Background: an optimization exercise with open tools, aiming at small area and a short achievable clock period. Do not read the settings as production practice.
RTL that was checked went through simulation tests only; none was proved equivalent to the original.

## job 4412
Design aes_pipe_ctrl, start of the top module:
module aes_pipe_ctrl #(
    parameter int DATA_W     = 128,
    parameter int FIFO_DEPTH = 16,
    parameter int KEY_GAP    = 2
) (
    input  logic              ap_clk,
    input  logic              ap_rst,
    input  logic [DATA_W-1:0] in_V_dout,
    input  logic              in_V_empty_n,
    output logic              in_V_read,
    output logic [DATA_W-1:0] out_V_din,
    input  logic              out_V_full_n,
    output logic              out_V_write,
    output logic              key_write,
    output logic [DATA_W-1:0] key_data,
    output logic              text_write,
    output logic [DATA_W-1:0] text_data,
    input  logic [DATA_W-1:0] enc_data,
    input  logic              enc_valid,
    output logic              busy,
    output logic              err
);
    localparam int M  = FIFO_DEPTH - 1;           
    localparam int CW = $clog2(FIFO_DEPTH) + 1;
    function automatic logic [DATA_W-1:0] byte_rev(input logic [DATA_W-1:0] w);
        logic [DATA_W-1:0] r;
        for (int i = 0; i < DATA_W / 8; i++) r[8*i +: 8] = w[DATA_W-8-8*i +: 8];
        byte_rev = r;
    endfunction
    logic st_hdr, st_drain, st_key, st_text;
    logic en_q, text_en_q;                        
    logic [31:0]   rem_cnt;
    logic          rem0_q, rem1_q;                
    logic [1:0]    gap_cnt;
    logic [CW-1:0] in_flight, fifo_cnt, credit;   
    logic          empty_q, one_q, full_q, ge2_q;
    logic [M-1:0]  wr_oh, rd_oh;
    logic [M-1:0][DATA_W-1:0] mem;
    logic [DATA_W-1:0] out_q, head_nx;
    logic rd, hdr_rd, key_rd, text_rd, pop, bad, push, to_mem;
    assign rd      = in_V_empty_n && en_q && !ap_rst;
    assign hdr_rd  = in_V_empty_n && st_hdr && !ap_rst;
    assign key_rd  = in_V_empty_n && st_key && !ap_rst;
    assign text_rd = in_V_empty_n && text_en_q && !ap_rst;
    assign pop     = !empty_q && out_V_full_n && !ap_rst;
    assign bad     = enc_valid && (in_flight == '0 || (full_q && !pop));
    assign push    = enc_valid && !bad;
    assign to_mem  = push && !empty_q && !(one_q && pop);
    assign in_V_read   = rd;
    assign out_V_write = pop;
    assign out_V_din   = out_q;
  ...
For scale: roughly 86,000 sq um of cells after synthesis.
Settings: LEC_CHECK=0, CAP_MARGIN=20, CORE_MARGIN=2, CORE_UTILIZATION=40, SLEW_MARGIN=20; clock period 4.5 ns.
run.sh (not shown) runs the stock make flow with config.mk's settings and CLKGATE_MAP_FILE= SYNTH_SCRIPT=/design/flow/synth_recipe.tcl, a recipe that flattens the netlist after the stock synthesis.
Job 4412 went all the way through synthesis, placement and routing and the layout is clean on timing, DRC and antenna.
Changes in job 3664 relative to job 4412:
- SETUP_SLACK_MARGIN now 2.2, previously not set
- CTS_BUF_LIST now sky130_fd_sc_hd__clkbuf_4 sky130_fd_sc_hd__clkbuf_8, previously not set
- CTS_CLUSTER_SIZE now 30, previously not set
### Flow results
- Job 3664 falls short of job 4412 in final hold slack.
- Between job 4412 and job 3664, growth of design area from synthesis to finish increased.
- Looking at worst setup path startpoint, the in_V_empty_n result is from job 4412; the in_flight[2]$_SDFF_PP0_ one comes from job 3664.
- In job 3664 the sequential share of layout area turned out 1.1 points lower than in job 4412.
- Job 4412 → job 3664: post-route fraction of the period consumed by the critical path fell by 12 points; time the final worst path needs with I/O delays and setup decreased 0.55 ns.
- Routed wire in job 3664 totals more than in job 4412.
- As far as multi-input combinational cell count is concerned, job 4412 and job 3664 perform about the same.
No functional check of the RTL was part of any run of this note.

---

Setup of pepper:
aes_pipe_ctrl, a different RTL version from the one above (not shown whole).
For scale: roughly 5700 cells after synthesis, ~2400 flip-flops, roughly 0.087 mm² of cells after synthesis.
clock: 4.5 ns
lec_check: 0
cap_margin: 20
core_margin: 2
core_utilization: 52
cts_cluster_diameter: 100
cts_cluster_size: 20
setup_slack_margin: 2.3
slew_margin: 20
tns_end_percent: 10
buffer_ports_args: -buffer_cell sky130_fd_sc_hd__buf_1
post_resize_tcl: /design/flow/flow/iso.tcl
standard.sh (not shown) runs the stock make flow with config.mk's settings and CLKGATE_MAP_FILE= SYNTH_SCRIPT=/design/flow/synth_recipe.tcl, a recipe that flattens the netlist after the stock synthesis.
==> flow/flow/run.sh <==
#!/bin/bash
set -euo pipefail
here=$(pwd)
cat >> config.mk <<EOC
export BUFFER_PORTS_ARGS = -buffer_cell sky130_fd_sc_hd__buf_1
export POST_RESIZE_TCL = $here/flow/iso.tcl
EOC
bash standard.sh > standard_flow.log 2>&1
==> flow/flow/iso.tcl <==
# POST_RESIZE hook: keep the combinational input-to-output paths short. For the logic gate
# that drives each such output port (through its port buffer), every input is traced back
# through plain buffers to the net right after the input port's own buffer; the gate is
# moved onto that net and the net's other loads are put behind one new buffer.


proc iso_driver {net} {
  set d [get_pins -quiet -of_objects $net -filter "direction==output"]
  if {[llength $d] != 1} { return "" }
  return $d
}

proc iso_is_port_net {name} {
  return [expr {[llength [get_ports -quiet $name]] == 1}]
}

set ::iso_n 0
set ::iso_keep {}
proc iso_gate {gate depth} {
  global iso_n iso_keep
  foreach ipin [get_pins -of_objects $gate -filter "direction==input"] {
    set net [get_nets -quiet -of_objects $ipin]
    if {$net eq ""} { continue }
    # walk back through single-input buffers, stopping at the port buffer's output net
    while {1} {
      set d [iso_driver $net]
      if {$d eq ""} { break }
      set c [get_cells -of_objects $d]
      set ref [get_property $c ref_name]
      if {![string match "sky130_fd_sc_hd__*buf_*" $ref]} { break }
      set cin [get_pins -of_objects $c -filter "direction==input"]
      if {[llength $cin] != 1} { break }
      set up [get_nets -quiet -of_objects $cin]
      if {$up eq "" || [iso_is_port_net [get_full_name $up]]} { break }
      set net $up
    }
    set pin_name [get_full_name $ipin]
    lappend iso_keep $pin_name
    set cur [get_nets -of_objects $ipin]
    if {[get_full_name $cur] ne [get_full_name $net]} {
      set it [sta::sta_to_db_pin $ipin]
      $it disconnect
      $it connect [sta::sta_to_db_net $net]
    }
    set loads {}
    foreach p [get_pins -quiet -of_objects $net -filter "direction==input"] {
      if {[lsearch -exact $iso_keep [get_full_name $p]] < 0} { lappend loads $p }
    }
    set d [iso_driver $net]
    if {$d eq ""} { continue }
    set dc [get_cells -of_objects $d]
    if {[llength $loads] >= 2} {
      set loc [[sta::sta_to_db_inst $dc] getLocation]
      insert_buffer -buffer_cell sky130_fd_sc_hd__buf_4 -net [get_full_name $net] -load_pins $loads \
        -location [list [expr {[lindex $loc 0] / 1000.0}] [expr {[lindex $loc 1] / 1000.0}]]
      incr iso_n
      puts "iso: [get_full_name $net] -> [get_full_name $gate]: [llength $loads] other loads behind a buffer"
    }
    # go one level further into a driving logic gate (not a flip-flop or a port buffer)
    set ref [get_property $dc ref_name]
    if {$depth > 1 && ![string match "*df*" $ref] && ![string match "*buf_*" $ref]} {
      iso_gate $dc [expr {$depth - 1}]
    }
  }
}

foreach port {in_V_read out_V_write} {
  set onet [get_nets -quiet $port]
  if {$onet eq ""} { continue }
  set obuf_pin [iso_driver $onet]
  if {$obuf_pin eq ""} { continue }
  set obuf [get_cells -of_objects $obuf_pin]
  set gnet [get_nets -of_objects [get_pins -of_objects $obuf -filter "direction==input"]]
  set gpin [iso_driver $gnet]
  if {$gpin eq ""} { continue }
  iso_gate [get_cells -of_objects $gpin] 2
}
puts "iso: $::iso_n buffers inserted"
pepper has completed all stages; timing, DRC and antenna checks passed.
[inputs] yarrow vs pepper
-- flow/flow/iso.tcl --
<<< pepper, line 4
# moved onto that net and the net's other loads are put behind one new buffer.


>>> yarrow, line 4
# moved onto that net and the net's other loads are put behind one new buffer.
set block [ord::get_db_block]

<<< pepper, line 16

set ::iso_n 0
set ::iso_keep {}
proc iso_gate {gate depth} {
  global iso_n iso_keep
  foreach ipin [get_pins -of_objects $gate -filter "direction==input"] {
>>> yarrow, line 16

set iso_n 0
set iso_keep {}
proc iso_gate {gate depth} {
  global block iso_n iso_keep
  foreach ipin [get_pins -of_objects $gate -filter "direction==input"] {
<<< pepper, line 77
}
puts "iso: $::iso_n buffers inserted"
>>> yarrow, line 77
}
puts "iso: $iso_n buffers inserted"
==> comparison <==
| post-synthesis to final-layout area growth | yarrow vs pepper | ≈ equal |. yarrow and pepper ended up with nearly the same sum of routed wire length over all layers. Reported for yarrow and pepper, sum of negative setup slack turned out identical to the last digit. From pepper to yarrow the numbers moved as follows: clock buffer count in the final layout has remained practically unchanged; cell count along the critical path shows no meaningful change; cell area stayed essentially flat. As far as post-synthesis share of cell area spent on full adders, half adders and majority gates goes, pepper and yarrow are indistinguishable; the numbers are identical.

re-timing with driven ports:
The flow's constraints put no driver on any port. The routed layouts listed below were extracted and timed again, unchanged, in two steps.
Step 1 assumes that a clkbuf_16 drives the clock port and a buf_2 every other input.
Step 2, shift: input delay + t, output delay - t, t = (earliest + latest rising clock arrival at the registers) / 2. This alone moves slack from input paths to output paths.
Slacks: ideal / step 1 / step 2; pairs: ideal / step 1.
run	t, ns	setup slack, ns	worst setup path at the end	clock arrival spread, ns	worst slew at a driven data input, ns
job 4412	0.945	0.867 / 0.811 / 0.502	input to register	0.055 / 0.054	0.28
job 3664	1.115	1.419 / 1.419 / 0.871	input to register	0.120 / 0.121	0.20
pepper	0.865	2.127 / 2.045 / 1.414	input to register	0.026 / 0.027	0.31
yarrow	0.865	2.127 / 2.045 / 1.414	input to register	0.026 / 0.027	0.31
After both steps setup and hold are still met in every run listed.
